What follows belongs to an exercise in optimizing a design on an open flow for small area and a short achievable clock period; a production flow would make more cautious choices. RTL that was checked went through simulation tests only; none was proved equivalent to the original. No functional check of the RTL was part of runs 2 and 3. Power is estimated from default activity; no workload was simulated.

==> flow/design.v (outline; a module is shown in full before it is edited, if it fits) <==
// module issue_mul_pipe: 1380 lines
// module mul_fa: 10 lines
// module mul_ha: 9 lines
// module issue_unit: 105 lines
module issue_unit #(
   parameter int MUL_LAT = 4,
   parameter int TAG_W   = 6,
   parameter int DATA_W  = 32
) (
   input  logic              clk,
   input  logic              reset,
   input  logic [5:0]        issueint_opcode,
   input  logic [TAG_W-1:0]  issueint_rdtag,
   input  logic [DATA_W-1:0] issueint_rsdata,
   input  logic [DATA_W-1:0] issueint_rtdata,
   input  logic              issueint_ready,
   output logic              issueint_done,
   input  logic [TAG_W-1:0]  issuemul_rdtag,
   input  logic [DATA_W-1:0] issuemul_rsdata,
   input  logic [DATA_W-1:0] issuemul_rtdata,
   input  logic              issuemul_ready,
   output logic              issuemul_done,
   output logic [TAG_W-1:0]  cdb_tag,
   output logic [DATA_W-1:0] cdb_data,
   output logic              cdb_valid
);
  // ...
==> flow/flow/run.sh <==
#!/bin/bash
set -euo pipefail
export BUFFER_PORTS_ARGS="-buffer_cell sky130_fd_sc_hd__buf_1"
bash standard.sh > standard.log 2>&1
==> flow/standard.sh <==
#!/bin/bash
# synth_recipe.tcl (not shown) runs the flow's synth.tcl, then flattens the netlist and writes it again
# the make line also repeats each setting of config.mk as NAME=value (left out here)
make -C /OpenROAD-flow-scripts/flow DESIGN_CONFIG=/design/flow/config.mk WORK_HOME=/design/flow/orfs CLKGATE_MAP_FILE= SYNTH_SCRIPT=/design/flow/synth_recipe.tcl "${@:-finish}"
==> flow/config.mk <==
export PLATFORM = sky130hd
export DESIGN_NAME = issue_unit
export DESIGN_NICKNAME = issue_unit
export VERILOG_FILES = /design/flow/design.v
export SDC_FILE = /design/flow/constraint.sdc
export NUM_CORES = 4
export LEC_CHECK = 0
export ABC_CLOCK_PERIOD_IN_PS = 4000
export CAP_MARGIN = 20
export CORE_MARGIN = 2
export CORE_UTILIZATION = 40
export SETUP_SLACK_MARGIN = 4.3
export SLEW_MARGIN = 20
export SYNTH_HIERARCHICAL = 1
==> flow/constraint.sdc <==
create_clock -name core_clock -period 8.0 [get_ports {clk}]
set_input_delay 1.6000 -clock core_clock [delete_from_list [all_inputs] [get_ports {clk}]]
set_output_delay 1.6000 -clock core_clock [all_outputs]
set_load 0.01 [all_outputs]
==> flow_metrics.py, run 1 <==
metrics = {
    "synth": {
        "yosys-top-cells-count": "283 x xnor2_1, 270 x a22oi_1, 239 x dfxtp_1",
        "ys_seq_area_frac": 0.237,
        "synth_simple_gate_area_frac": 0.0524,
        "ys_async_sr_fraction": 0,
        "synth_area_um2": 20200,
        "yosysWarnings": 10,
    },
    "global_routing": {
        "grt_max_degree": 84,
        "grt_overflow": 0,
    },
    "placed_design": {
        "dp.cells": 2723,
        "hpwl_mm": 40.1,
        "dp_slack_ns": 2.93,
    },
    "finish": {
        "clock_buffers": 36,
        "drive_above_1_share": 0.0813,
        "fin_area_um2": 22700,
        "largest_registers": "cdb_data_q: 32 flops, u_mul.a_q: 32 flops, u_mul.p3_q: 32 flops",
        "layout_commonest_cell": "xnor2_1",
    },
    "power": {
        "power_density_nw_per_um2": 333,
        "leakage_nw": 9.01,
        "vdd_drop_max_mv": 0.224,
    },
    "worst_hold_path": {
        "hold_class": "flop to flop",
        "holdPathEnd": "u_mul.p3_q[2]$_DFF_P_",
    },
    "timing": {
        "setup_violations": 0,
    },
    "worst_setup_path": {
        "worstSetupEndpoint": "issueint_done",
        "reg2reg_depth": 7,
    },
    "drt": {
        "top_layer": "met4",
        "met2WireLength_mm": 26.0,
        "post-route-drc-count": 0,
    },
    "clock_tree": {
        "htreeDepth": 1,
        "tritoncts": "yes",
    },
    "die": {
        "dieArea_um2": 52300,
    },
    "status": {
        "status": "finished clean",
    },
}
==> module issue_unit, before the edit <==
module issue_unit #(
   parameter int MUL_LAT = 4,
   parameter int TAG_W   = 6,
   parameter int DATA_W  = 32
) (
   input  logic              clk,
   input  logic              reset,
   input  logic [5:0]        issueint_opcode,
   input  logic [TAG_W-1:0]  issueint_rdtag,
   input  logic [DATA_W-1:0] issueint_rsdata,
   input  logic [DATA_W-1:0] issueint_rtdata,
   input  logic              issueint_ready,
   output logic              issueint_done,
   input  logic [TAG_W-1:0]  issuemul_rdtag,
   input  logic [DATA_W-1:0] issuemul_rsdata,
   input  logic [DATA_W-1:0] issuemul_rtdata,
   input  logic              issuemul_ready,
   output logic              issuemul_done,
   output logic [TAG_W-1:0]  cdb_tag,
   output logic [DATA_W-1:0] cdb_data,
   output logic              cdb_valid
);
   logic              near_v;
   logic [TAG_W-1:0]  near_tag;
   logic [DATA_W-1:0] near_data;
   logic [DATA_W-1:0] alu_result;
   logic              cdb_v_q;
   logic [TAG_W-1:0]  cdb_tag_q;
   logic [DATA_W-1:0] cdb_data_q;
   logic [5:0]        op;
   logic              sel_add, sel_logic, sel_cmp;
   logic [DATA_W-1:0] a, b, bx, sum, logic_r;
   logic              cout, lt;
   assign op = issueint_opcode;
   assign a  = issueint_rsdata;
   assign b  = issueint_rtdata;
   assign sel_add   = (op[5:2] == 4'b1000) & ~(op[1] & op[0]);    
   assign sel_logic = (op[5:2] == 4'b1001);                       
   assign sel_cmp   = (op[5:1] == 5'b10101);                      
   assign bx = b ^ {DATA_W{op[1]}};
   logic [DATA_W-1:0] pg_g [0:5];
   logic [DATA_W-1:0] pg_p [0:5];
   logic [DATA_W:0]   carry;
   always_comb begin
      pg_g[0] = a & bx;
      pg_p[0] = a ^ bx;
      pg_g[0][0] = (a[0] & bx[0]) | ((a[0] ^ bx[0]) & op[1]);
      for (int l = 0; l < 5; l++) begin
         for (int i = 0; i < DATA_W; i++) begin
            if (i & (1 << l)) begin
               pg_g[l+1][i] = pg_g[l][i] | (pg_p[l][i] & pg_g[l][((i >> l) << l) - 1]);
               pg_p[l+1][i] = pg_p[l][i] & pg_p[l][((i >> l) << l) - 1];
            end else begin
               pg_g[l+1][i] = pg_g[l][i];
               pg_p[l+1][i] = pg_p[l][i];
            end
         end
      end
      carry[0] = op[1];
      for (int i = 0; i < DATA_W; i++) carry[i+1] = pg_g[5][i];
   end
   assign sum  = pg_p[0] ^ carry[DATA_W-1:0];
   assign cout = carry[DATA_W];
   assign lt = op[0] ? ~cout : ((a[DATA_W-1] ^ b[DATA_W-1]) ? a[DATA_W-1] : sum[DATA_W-1]);
   always_comb begin
      case (op[1:0])
         2'b00:   logic_r = a & b;
         2'b01:   logic_r = a | b;
         2'b10:   logic_r = a ^ b;
         default: logic_r = ~(a | b);
      endcase
   end
   always_comb begin
      alu_result = ({DATA_W{sel_add}} & sum) | ({DATA_W{sel_logic}} & logic_r);
      alu_result[0] = alu_result[0] | (sel_cmp & lt);
   end
   issue_mul_pipe #(
      .MUL_LAT (MUL_LAT),
      .TAG_W   (TAG_W),
      .DATA_W  (DATA_W)
   ) u_mul (
      .clk       (clk),
      .reset     (reset),
      .in_valid  (issuemul_done),
      .in_tag    (issuemul_rdtag),
      .in_a      (issuemul_rsdata),
      .in_b      (issuemul_rtdata),
      .near_v    (near_v),
      .near_tag  (near_tag),
      .near_data (near_data)
   );
   assign issuemul_done = reset & issuemul_ready;
   assign issueint_done = reset & issueint_ready & ~near_v;
   always_ff @(posedge clk) begin
      if (!reset) cdb_v_q <= 1'b0;
      else        cdb_v_q <= near_v | issueint_ready;
   end
   always_ff @(posedge clk) begin
      cdb_tag_q  <= near_v ? near_tag  : issueint_rdtag;
      cdb_data_q <= near_v ? near_data : alu_result;
   end
   assign cdb_valid = cdb_v_q;
   assign cdb_tag   = cdb_tag_q;
   assign cdb_data  = cdb_data_q;
endmodule
==> run 2: changes to the inputs <==
--- a/flow/design.v
+++ b/flow/design.v
@@ -1367,17 +1367,86 @@
          b1 = in_b[2*i];
          b0 = (i == 0) ? 1'b0 : in_b[2*i-1];
          eneg[i] = b2;
          eone[i] = b1 ^ b0;
          etwo[i] = (b2 & ~b1 & ~b0) | (~b2 & b1 & b0);
       end
    end
    assign lo_sum = {1'b0, rx[K-1:0]} + {1'b0, ry[K-1:0]};
-   assign hi_sum = hx2_q + hy2_q + {{(31-K){1'b0}}, c2_q} + {hz2_q, {(M-K){1'b0}}};
+   logic [31:K]       hu, hv;
+   assign hu[10] = hx2_q[10];
+   assign hv[10] = hy2_q[10];
+   assign hu[11] = hx2_q[11];
+   assign hv[11] = hy2_q[11];
+   assign hu[12] = hx2_q[12];
+   assign hv[12] = hy2_q[12];
+   assign hu[13] = hx2_q[13];
+   assign hv[13] = hy2_q[13];
+   assign hu[14] = hx2_q[14];
+   assign hv[14] = hy2_q[14];
+   assign hu[15] = hx2_q[15];
+   assign hv[15] = hy2_q[15];
+   assign hu[16] = hx2_q[16];
+   assign hv[16] = hy2_q[16];
+   assign hu[17] = hx2_q[17];
+   assign hv[17] = hy2_q[17];
+   assign hu[18] = hx2_q[18];
+   assign hv[18] = hy2_q[18];
+   assign hu[19] = hx2_q[19];
+   assign hv[19] = hy2_q[19];
+   logic bs20, bc20;
+   mul_fa u_bfa20 (.a(hx2_q[20]), .b(hy2_q[20]), .c(hz2_q[20]), .s(bs20), .co(bc20));
+   assign hu[20] = bs20;
+   assign hv[20] = 1'b0;
+   logic bs21, bc21;
+   mul_fa u_bfa21 (.a(hx2_q[21]), .b(hy2_q[21]), .c(hz2_q[21]), .s(bs21), .co(bc21));
+   assign hu[21] = bs21;
+   assign hv[21] = bc20;
+   logic bs22, bc22;
+   mul_fa u_bfa22 (.a(hx2_q[22]), .b(hy2_q[22]), .c(hz2_q[22]), .s(bs22), .co(bc22));
+   assign hu[22] = bs22;
+   assign hv[22] = bc21;
+   logic bs23, bc23;
+   mul_fa u_bfa23 (.a(hx2_q[23]), .b(hy2_q[23]), .c(hz2_q[23]), .s(bs23), .co(bc23));
+   assign hu[23] = bs23;
+   assign hv[23] = bc22;
+   logic bs24, bc24;
+   mul_fa u_bfa24 (.a(hx2_q[24]), .b(hy2_q[24]), .c(hz2_q[24]), .s(bs24), .co(bc24));
+   assign hu[24] = bs24;
+   assign hv[24] = bc23;
+   logic bs25, bc25;
+   mul_fa u_bfa25 (.a(hx2_q[25]), .b(hy2_q[25]), .c(hz2_q[25]), .s(bs25), .co(bc25));
+   assign hu[25] = bs25;
+   assign hv[25] = bc24;
+   logic bs26, bc26;
+   mul_fa u_bfa26 (.a(hx2_q[26]), .b(hy2_q[26]), .c(hz2_q[26]), .s(bs26), .co(bc26));
+   assign hu[26] = bs26;
+   assign hv[26] = bc25;
+   logic bs27, bc27;
+   mul_fa u_bfa27 (.a(hx2_q[27]), .b(hy2_q[27]), .c(hz2_q[27]), .s(bs27), .co(bc27));
+   assign hu[27] = bs27;
+   assign hv[27] = bc26;
+   logic bs28, bc28;
+   mul_fa u_bfa28 (.a(hx2_q[28]), .b(hy2_q[28]), .c(hz2_q[28]), .s(bs28), .co(bc28));
+   assign hu[28] = bs28;
+   assign hv[28] = bc27;
+   logic bs29, bc29;
+   mul_fa u_bfa29 (.a(hx2_q[29]), .b(hy2_q[29]), .c(hz2_q[29]), .s(bs29), .co(bc29));
+   assign hu[29] = bs29;
+   assign hv[29] = bc28;
+   logic bs30, bc30;
+   mul_fa u_bfa30 (.a(hx2_q[30]), .b(hy2_q[30]), .c(hz2_q[30]), .s(bs30), .co(bc30));
+   assign hu[30] = bs30;
+   assign hv[30] = bc29;
+   logic bs31, bc31;
+   mul_fa u_bfa31 (.a(hx2_q[31]), .b(hy2_q[31]), .c(hz2_q[31]), .s(bs31), .co(bc31));
+   assign hu[31] = bs31;
+   assign hv[31] = bc30;
+   issue_mul_bk #(.W(32 - K)) u_hi (.a(hu), .b(hv), .cin(c2_q), .s(hi_sum));
    always_ff @(posedge clk) begin
       if (!reset) mv <= '0;
       else        mv <= {mv[2:1], in_valid};
    end
    always_ff @(posedge clk) begin
       a_q    <= in_a;
       bneg   <= eneg;
       bone   <= eone;
@@ -1401,16 +1470,46 @@
    input  logic b,
    input  logic c,
    output logic s,
    output logic co
 );
    assign s  = a ^ b ^ c;
    assign co = (a & b) | (a & c) | (b & c);
 endmodule
+module issue_mul_bk #(
+   parameter int W = 22
+) (
+   input  logic [W-1:0] a,
+   input  logic [W-1:0] b,
+   input  logic         cin,
+   output logic [W-1:0] s
+);
+   logic [W-1:0] p, g, gg, pp;
+   always_comb begin
+      p  = a ^ b;
+      g  = a & b;
+      gg = g;
+      pp = p;
+      gg[0] = g[0] | (p[0] & cin);
+      for (int d = 1; d < W; d = d * 2) begin
+         for (int i = 2 * d - 1; i < W; i += 2 * d) begin
+            gg[i] = gg[i] | (pp[i] & gg[i-d]);
+            pp[i] = pp[i] & pp[i-d];
+         end
+      end
+      for (int d = 1 << ($clog2(W) - 1); d >= 1; d = d / 2) begin
+         for (int i = 3 * d - 1; i < W; i += 2 * d) begin
+            gg[i] = gg[i] | (pp[i] & gg[i-d]);
+            pp[i] = pp[i] & pp[i-d];
+         end
+      end
+      s = p ^ {gg[W-2:0], cin};
+   end
+endmodule
 module mul_ha (
    input  logic a,
    input  logic b,
    output logic s,
    output logic c
 );
    assign s = a ^ b;
    assign c = a & b;
@@ -1473,17 +1572,17 @@
             end
          end
       end
       carry[0] = op[1];
       for (int i = 0; i < DATA_W; i++) carry[i+1] = pg_g[5][i];
    end
    assign sum  = pg_p[0] ^ carry[DATA_W-1:0];
    assign cout = carry[DATA_W];
-   assign lt = op[0] ? ~cout : ((a[DATA_W-1] ^ b[DATA_W-1]) ? a[DATA_W-1] : sum[DATA_W-1]);
+   assign lt = ~cout ^ (~op[0] & (a[DATA_W-1] ^ b[DATA_W-1]));
    always_comb begin
       case (op[1:0])
          2'b00:   logic_r = a & b;
          2'b01:   logic_r = a | b;
          2'b10:   logic_r = a ^ b;
          default: logic_r = ~(a | b);
       endcase
    end
==> flow/config.mk (replaced) <==
export PLATFORM = sky130hd
export DESIGN_NAME = issue_unit
export DESIGN_NICKNAME = issue_unit
export VERILOG_FILES = /design/flow/design.v
export SDC_FILE = /design/flow/constraint.sdc
export NUM_CORES = 4
export LEC_CHECK = 0
export ABC_CLOCK_PERIOD_IN_PS = 4000
export CAP_MARGIN = 20
export CORE_MARGIN = 2
export CORE_UTILIZATION = 40
export SETUP_SLACK_MARGIN = 4.45
export SLEW_MARGIN = 20
export SYNTH_HIERARCHICAL = 1
==> run 2 against run 1 <==
Effect of this change:
- register-to-register slack improved by 0.13 ns
- non-clock buffer count rose by 28
- sequential power barely moved
- clock skew rose by 0.0038 ns
- clock power rose by 12%
- sequential cell count did not move
- via count rose by 2.2%
- combinational power fell by 7.0%
- critical path type is now input pin to flop
- sequential share of layout area fell by 0.27 points
- largest cell class unchanged
- synthesized cell count fell by 0.60%
- global-route usage rose by 0.57 points
- first-iteration DRC count rose by 2.3%
==> flow_metrics.py, run 2 <==
metrics = {
    "drt": {
        "drt-initial-drc-count": 1467,
        "ant_nets": 0,
        "post-route-drc-count": 0,
        "met1_length_mm": 24.1,
        "wl_met3_mm": 4.59,
        "detail_route.wl_per_cell_um": 21.2,
        "route.vias.total": 15700,
        "wl_mm": 59.4,
        "met2WireLength_mm": 28.3,
        "dr.pass1.iters": 6,
        "top_layer": "met4",
        "vias_per_cell": 5.60,
    },
    "placed_design": {
        "io_buffers": 190,
        "gp_congestion": 0.888,
        "dp_slack_ns": 2.70,
        "hpwl_mm": 40.0,
    },
    "die": {
        "die_w_um": 229,
        "die_h_um": 229,
        "ios": 191,
        "coreArea_um2": 50000,
        "dieArea_um2": 52300,
        "initial_core_util": 0.404,
        "row_count": 82,
    },
    "finish": {
        "largest_registers": "cdb_data_q: 32 flops, u_mul.a_q: 32 flops, u_mul.p3_q: 32 flops",
        "antenna_cells": 0,
        "final_cell_mix": "274 x xnor2_1, 271 x a22oi_1, 225 x fa_1",
        "post-route-util": 0.464,
        "area_delta_synth_final_pct": 14.9,
        "drive_above_1_share": 0.103,
        "multiInputGateArea_um2": 14400,
        "layout_commonest_cell": "xnor2_1",
        "seq_area_um2": 4880,
        "final_nets": 2625,
        "num-fill-cells": 4694,
    },
    "timing": {
        "worst_pin_slew_ns": 1.05,
        "finClkSkew_ns": 0.0256,
        "fin_crit_ns": 3.70,
        "rsz0062_at_grt": "true",
        "period_share": 0.462,
        "timing.fmax_mhz": 270,
        "max_slew_margin": 0.299,
        "slew_violations": 0,
        "finalWorstSetupSlack_ns": 4.30,
        "finalHoldViolCount": 0,
        "setup_violations": 0,
        "setup_tns_ns": 0,
    },
    "synth": {
        "ys_seq_elements": 239,
        "synth_most_common_cell": "xnor2_1",
        "yosysWarnings": 11,
        "synth_area_um2": 20200,
        "syn_inst": 1984,
        "ys_async_sr_fraction": 0,
        "synthFlopType": "dfxtp_1",
        "ys_types": 58,
        "synth_top_cell_area_share": 0.237,
        "yosys-top-cells-area": "dfxtp_1 24%, fa_1 23%, xnor2_1 12%, a22oi_1 10%, ha_1 8.4%",
        "ys_seq_area_frac": 0.237,
        "avgSynthCellArea_um2": 10.2,
        "yosys-top-cells-count": "275 x xnor2_1, 271 x a22oi_1, 239 x dfxtp_1",
        "synth_top_cell_by_area": "dfxtp_1",
        "synth_edf_count": 0,
    },
    "worst_hold_path": {
        "hold_start": "u_mul.tag2_q[3]$_DFF_P_",
        "hold_class": "flop to flop",
        "hold_depth": 0,
    },
    "clock_tree": {
        "root_buffer": "clkbuf_16",
        "numClockSinks": 239,
        "cts_buffers": 29,
        "cts_hold_buffers": 0,
        "htreeDepth": 1,
        "clk_pin_slew_worst_paths_ns": 0.06,
        "tritoncts": "yes",
        "clkLatencyLatePin_ns": 0.59,
        "clock_path_buffers": 3,
    },
    "worst_setup_path": {
        "startpoint": "issueint_opcode[1]",
        "cp-end-kind": "flop",
        "worst-path-max-fanout": 7,
        "cp-start-kind": "input pin",
        "r2r_start": "u_mul.bneg[3]$_DFF_P_",
        "rrSetupSlack_ns": 4.52,
        "critPathKind": "input pin to flop",
        "reg2reg_depth": 7,
        "required_ns": 8.42,
        "critPathArrivalTime_ns": 4.12,
    },
    "global_routing": {
        "grt_use_total": 0.218,
        "grt_overflow": 0,
        "grt_max_degree": 83,
        "grt_pass1_vias": 16300,
        "antenna_found_initial": 0,
        "grt_pass1_wl_mm": 90.2,
    },
    "status": {
        "status": "finished clean",
    },
    "power": {
        "leakage_nw": 9.19,
        "power_density_nw_per_um2": 319,
        "vdd_drop_max_mv": 0.180,
    },
    "run": {
        "drv_cap": 0,
    },
}
-- run 2: cell types whose count changed after synthesis, moves of 6 or more --
cell,before,now
inv_1,122,131
ha_1,147,136
a2111oi_0,0,6
a21oi_1,61,53
buf_2,8,68
fa_1,218,229
xnor2_1,283,275
clkbuf_1,116,83
buf_1,39,13
-- run 2: path summary, 6_finish.rpt --
check / endpoint
worst max-delay path: cdb_data_q[16]$_DFF_P_
worst min-delay path: u_mul.tag3_q[3]$_DFF_P_
worst max register to register: u_mul.hz2_q[28]$_DFF_P_
worst min register to register: u_mul.tag3_q[3]$_DFF_P_
-- run 2: Yosys stat by module (local to each module, per instance), a selection --
module | flip-flops and latches | cell area [um^2] | cells | times used
mul_fa | 0 | 20.0 | 1 | 211
mul_ha | 0 | 12.5 | 1 | 15
issue_unit | 39 | 5060 | 656 | 1
-- run 2: cell type report --
class                   count  share of cell area
well taps                 672              0.0362
multi-input cells        1449               0.621
flip-flops and latches    239               0.210
repair buffers            259              0.0654
inverters                 132              0.0214
clock inverters            19              0.0121
clock buffers              33              0.0332
-- run 2: power breakdown --
group | internal, mW | switching, mW
logic | 1.92 | 2.22
clock network | 0.888 | 0.551
registers | 1.60 | 0.225
total | 4.41 | 3.00
-- run 2: repair_timing --
action | CTS | global route
cloned | 4 | 1
endpoints found under the setup margin | 73 | 26
endpoints found under the hold margin | 0 | 0
gates resized for setup | 63 | 53
buffers inserted | 12 | 24
pin swaps | 16 | 33
-- run 2: per-layer routing --
layer | vias to the layer above | GRT usage
met3 | 176 | 0.0378
met4 | 0 | 0.0831
met1 | 7746 | 0.278
met2 | 788 | 0.369
met5 | - | 0
li1 | 6985 | -
-- run 2: stage by stage --
step	hold slack [ns]	std cells	power, mW	instance area [um^2]
after detailed placement	0.312	2710	5.93	21300
after global placement	0.310	2710	5.79	21300
final	0.321	2803	7.41	23200
after CTS	0.326	2778	7.43	22700
after global routing	0.332	2803	8.11	23200
after floorplan	0.310	1985	4.71	20300
-- run 2: critical path, cell delays in order --
cell and delay, ns:
clkbuf_16 0.15, buf_12 0.14, xor2_4 0.19, ha_4 0.30
a211oi_2 0.07, o21a_1 0.24, o21a_4 0.24, o21ai_4 0.19
buf_6 0.12, inv_1 0.05, fa_1 0.47, inv_1 0.05
a221oi_2 0.22, a21oi_1 0.07
-- run 2: kinds of logic after synthesis --
logic type | synth area share
AO/OA/AOI/OAI | 0.169
adder cells (fa/ha/maj) | 0.311
XOR/XNOR | 0.147
buffers and inverters | 0.0595
flip-flops | 0.237
AND/OR/NAND/NOR | 0.0537
multiplexers | 0.0213
other | 0.000186
==> run 3: changes to the inputs <==
--- a/flow/design.v
+++ b/flow/design.v
@@ -1578,16 +1578,16 @@
    assign sum  = pg_p[0] ^ carry[DATA_W-1:0];
    assign cout = carry[DATA_W];
    assign lt = ~cout ^ (~op[0] & (a[DATA_W-1] ^ b[DATA_W-1]));
+   issue_logic #(.W(DATA_W)) u_logic (
+      .p  (pg_p[0]),
+      .g  (pg_g[0]),
+      .bx (bx),
+      .op (op[1:0]),
+      .sel(sel_logic),
+      .r  (logic_r)
+   );
    always_comb begin
-      case (op[1:0])
-         2'b00:   logic_r = a & b;
-         2'b01:   logic_r = a | b;
-         2'b10:   logic_r = a ^ b;
-         default: logic_r = ~(a | b);
-      endcase
-   end
-   always_comb begin
-      alu_result = ({DATA_W{sel_add}} & sum) | ({DATA_W{sel_logic}} & logic_r);
+      alu_result = ({DATA_W{sel_add}} & sum) | logic_r;
       alu_result[0] = alu_result[0] | (sel_cmp & lt);
    end
    issue_mul_pipe #(
@@ -1619,3 +1619,20 @@
    assign cdb_tag   = cdb_tag_q;
    assign cdb_data  = cdb_data_q;
 endmodule
+module issue_logic #(
+   parameter int W = 32
+) (
+   input  logic [W-1:0] p,
+   input  logic [W-1:0] g,
+   input  logic [W-1:0] bx,
+   input  logic [1:0]   op,
+   input  logic         sel,
+   output logic [W-1:0] r
+);
+   logic s_g, s_p, s_np, s_pb;
+   assign s_g  = sel & ~op[1];             
+   assign s_p  = sel & ~op[1] & op[0];     
+   assign s_np = sel & op[1] & ~op[0];     
+   assign s_pb = sel & op[1] & op[0];      
+   assign r = ({W{s_g}} & g) | ({W{s_p}} & p) | ({W{s_np}} & ~p) | ({W{s_pb}} & p & bx);
+endmodule
==> run 3 against run 2 <==
Effect of this change:
- setup slack better by 0.12 ns
- maximum frequency is 3.4% higher
- core utilization is 0.33 points higher
- combinational power is 2% higher
- critical endpoint is now issueint_done
- highest routed layer unchanged
==> flow_metrics.py, run 3 <==
metrics = {
    "worst_hold_path": {
        "hold_start": "u_mul.tag2_q[0]$_DFF_P_",
        "hold_class": "flop to flop",
        "hold_depth": 0,
    },
    "worst_setup_path": {
        "crit_family": "buffers and inverters",
        "crit_buf_inv": 2,
        "r2r_start": "u_mul.btwo[3]$_DFF_P_",
        "worst-path-stages": 3,
        "required_ns": 6.40,
        "startpoint": "reset",
        "critPathKind": "input pin to primary output",
        "reg2reg_depth": 8,
        "critPathArrivalTime_ns": 1.97,
        "rrSetupSlack_ns": 4.54,
        "cp-end-kind": "primary output",
        "worst-path-max-fanout": 3,
        "slowest_delay_ns": 0.17,
        "cp-start-kind": "input pin",
        "path_cells": "buf_8 -> and3_4 -> buf_6",
        "crit_slowest_cell": "and3_4",
    },
    "synth": {
        "ys_seq_elements": 239,
        "avgSynthCellArea_um2": 10.5,
        "ys_async_sr_fraction": 0,
        "yosys-top-cells-area": "dfxtp_1 25%, fa_1 24%, xnor2_1 13%, a22oi_1 10%, ha_1 4.7%",
        "synthAdderAreaFrac": 0.285,
        "synth_area_um2": 19300,
        "yosys-top-cells-count": "276 x xnor2_1, 256 x a22oi_1, 239 x dfxtp_1",
        "syn_inst": 1832,
        "synth_simple_gate_area_frac": 0.0700,
        "synthFlopType": "dfxtp_1",
        "synth_compound_area_frac": 0.183,
        "synth_xor_area_frac": 0.153,
        "synth_top_cell_area_share": 0.248,
        "synth_edf_count": 0,
        "ys_seq_area_frac": 0.248,
        "synthMuxAreaShare": 0.0131,
        "ys_types": 71,
        "synth_top_family_by_area": "adder cells",
        "synth_top_cell_by_area": "dfxtp_1",
        "synth_most_common_cell": "xnor2_1",
        "yosysWarnings": 13,
    },
    "die": {
        "row_count": 80,
        "dieArea_um2": 50100,
        "die_w_um": 224,
        "initial_core_util": 0.405,
        "ios": 191,
        "coreArea_um2": 47700,
        "die_h_um": 224,
    },
    "placed_design": {
        "hpwl_mm": 37.9,
        "dp_slack_ns": 2.77,
        "dp.cells": 2508,
        "gp_congestion": 0.871,
        "io_buffers": 190,
    },
    "timing": {
        "max_slew_margin": 0.566,
        "finClkSkew_ns": 0.0307,
        "slew_violations": 0,
        "setup_violations": 0,
        "fin_crit_ns": 3.57,
        "rsz0062_at_grt": "true",
        "finalHoldViolCount": 0,
        "setup_tns_ns": 0,
        "worst_pin_slew_ns": 0.635,
        "period_share": 0.447,
        "timing.fmax_mhz": 280,
        "finalWorstSetupSlack_ns": 4.43,
    },
    "finish": {
        "instances_no_fill": 2582,
        "drive_above_1_share": 0.135,
        "antenna_cells": 0,
        "post-route-util": 0.468,
        "largest_registers": "cdb_data_q: 32 flops, u_mul.a_q: 32 flops, u_mul.p3_q: 32 flops",
        "final_nets": 2399,
        "final_cell_mix": "275 x xnor2_1, 256 x a22oi_1, 226 x fa_1",
        "area_delta_synth_final_pct": 15.6,
        "layout_commonest_cell": "xnor2_1",
    },
    "global_routing": {
        "grt_use_total": 0.222,
        "grt_max_degree": 68,
        "grt_pass1_vias": 15400,
        "grt_pass1_wl_mm": 87.1,
        "antenna_found_initial": 0,
        "grt_overflow": 0,
    },
    "clock_tree": {
        "clkLatencyLatePin_ns": 0.59,
        "numClockSinks": 239,
        "root_buffer": "clkbuf_16",
        "clk_pin_slew_worst_paths_ns": 0.05,
        "htreeDepth": 1,
        "clock_path_buffers": 3,
        "cts_hold_buffers": 0,
        "cts_buffers": 29,
        "tritoncts": "yes",
    },
    "drt": {
        "detail_route.wl_per_cell_um": 22.1,
        "route.vias.total": 14900,
        "dr.pass1.iters": 6,
        "ant_nets": 0,
        "vias_per_cell": 5.78,
        "wl_mm": 57.0,
        "post-route-drc-count": 0,
        "drt-initial-drc-count": 1232,
    },
    "power": {
        "total_power_mw": 7.39,
        "p_comb_frac": 0.570,
        "p_int_mw": 4.38,
        "leakage_nw": 8.10,
        "power_frac_clock": 0.187,
        "power_density_nw_per_um2": 331,
        "pwr-share-seq": 0.244,
        "vdd_drop_max_mv": 0.196,
        "p_switching_mw": 3.02,
        "p_sw_frac": 0.408,
    },
    "status": {
        "status": "finished clean",
    },
    "run": {
        "drv_cap": 0,
    },
}
[run 3: changes by cell type in the layout (fill, tap and decap cells not counted), moves of 31 or more]
cell,delta
and2_1,+32
ha_1,-80
nand3_1,+36
o21ai_0,-40
o221ai_1,+31
inv_1,-92
[run 3: modules after synthesis, one instance, submodules excluded, excerpt]
module,cells inside,flops+latches
issue_unit,359,39
mul_fa,1,0
mul_ha,1,0
[run 3: worst paths after layout]
path | to
worst max register to register | u_mul.hz2_q[28]$_DFF_P_
worst min-delay path | u_mul.tag3_q[0]$_DFF_P_
worst max-delay path | issueint_done
worst min register to register | u_mul.tag3_q[0]$_DFF_P_
[run 3: final cells by class]
cell class	instances	area [um^2]
clock buffer	38	820
clock inverter	13	185
fill	4415	25400
inverter	41	154
multi-input combinational	1390	14100
sequential	239	4860
tap	615	769
timing repair buffer	246	1460
[run 3: cell families after synthesis]
logic type,after synthesis
adders and majority gates,302
xor gates and xnor gates,338
DFF,239
other,1
muxes,24
AOI/OAI and AO/OA,481
and+or+nand+nor,243
buffers and inverters,204
[run 3: through the flow]
step | hold WS (ns) | cell area, um^2
after detailed placement | 0.312 | 20400
after global routing | 0.330 | 22300
final | 0.324 | 22300
after global placement | 0.311 | 20400
after CTS | 0.325 | 21800
after floorplan | 0.310 | 19400
[run 3: repair_timing]
action,CTS,global route
endpoints found under the setup margin,69,34
cloned,2,3
setup buffers,11,7
pin swaps,19,24
hold endpoints to repair,0,0
gates resized for setup,87,77
[run 3: power by group through the flow]
stage	registers [mW]	clock network [mW]	logic, mW
CTS	1.80	1.41	4.19
global placement	1.82	0	4.01
global route	1.83	1.46	4.77
floorplan	1.73	0	2.98
detailed placement	1.82	0	4.13
finish	1.80	1.38	4.21
[run 3: layer usage]
layer / share of wire / GRT usage / vias up
met2: 0.47 / 0.373 / 777
met1: 0.41 / 0.286 / 7377
met4: 0.039 / 0.0826 / 0
met3: 0.077 / 0.0374 / 177
li1: - / - / 6582
met5: 0 / 0 / -

[port drivers added, routing unchanged]
The results above use ideal ports. As a check the final layouts listed here were re-extracted and re-timed, cells and wires unchanged. Step 1, drivers: a clkbuf_16 drives clk and a buf_2 each remaining input, both assumed. Step 2 moves the port delays by t, midway between the first and last clock arrival at a register: inputs arrive t later, outputs are due t later. That takes back most of the time a late clock gives input paths. a / b / c = ideal ports / drivers / drivers and shift; a / b = the first two.
run | t, ns | slack for setup (ns) | worst setup path at the end
run 1 | 0.629 | 4.366 / 4.307 / 3.678 | input to register
run 2 | 0.629 | 4.302 / 4.259 / 3.629 | input to register
run 3 | 0.625 | 4.425 / 4.360 / 3.735 | input to register
After both steps setup and hold are still met in every run listed. The setup slack of run 3, which loses most, moves by -0.065 ns with the drivers and by -0.690 ns with both steps.
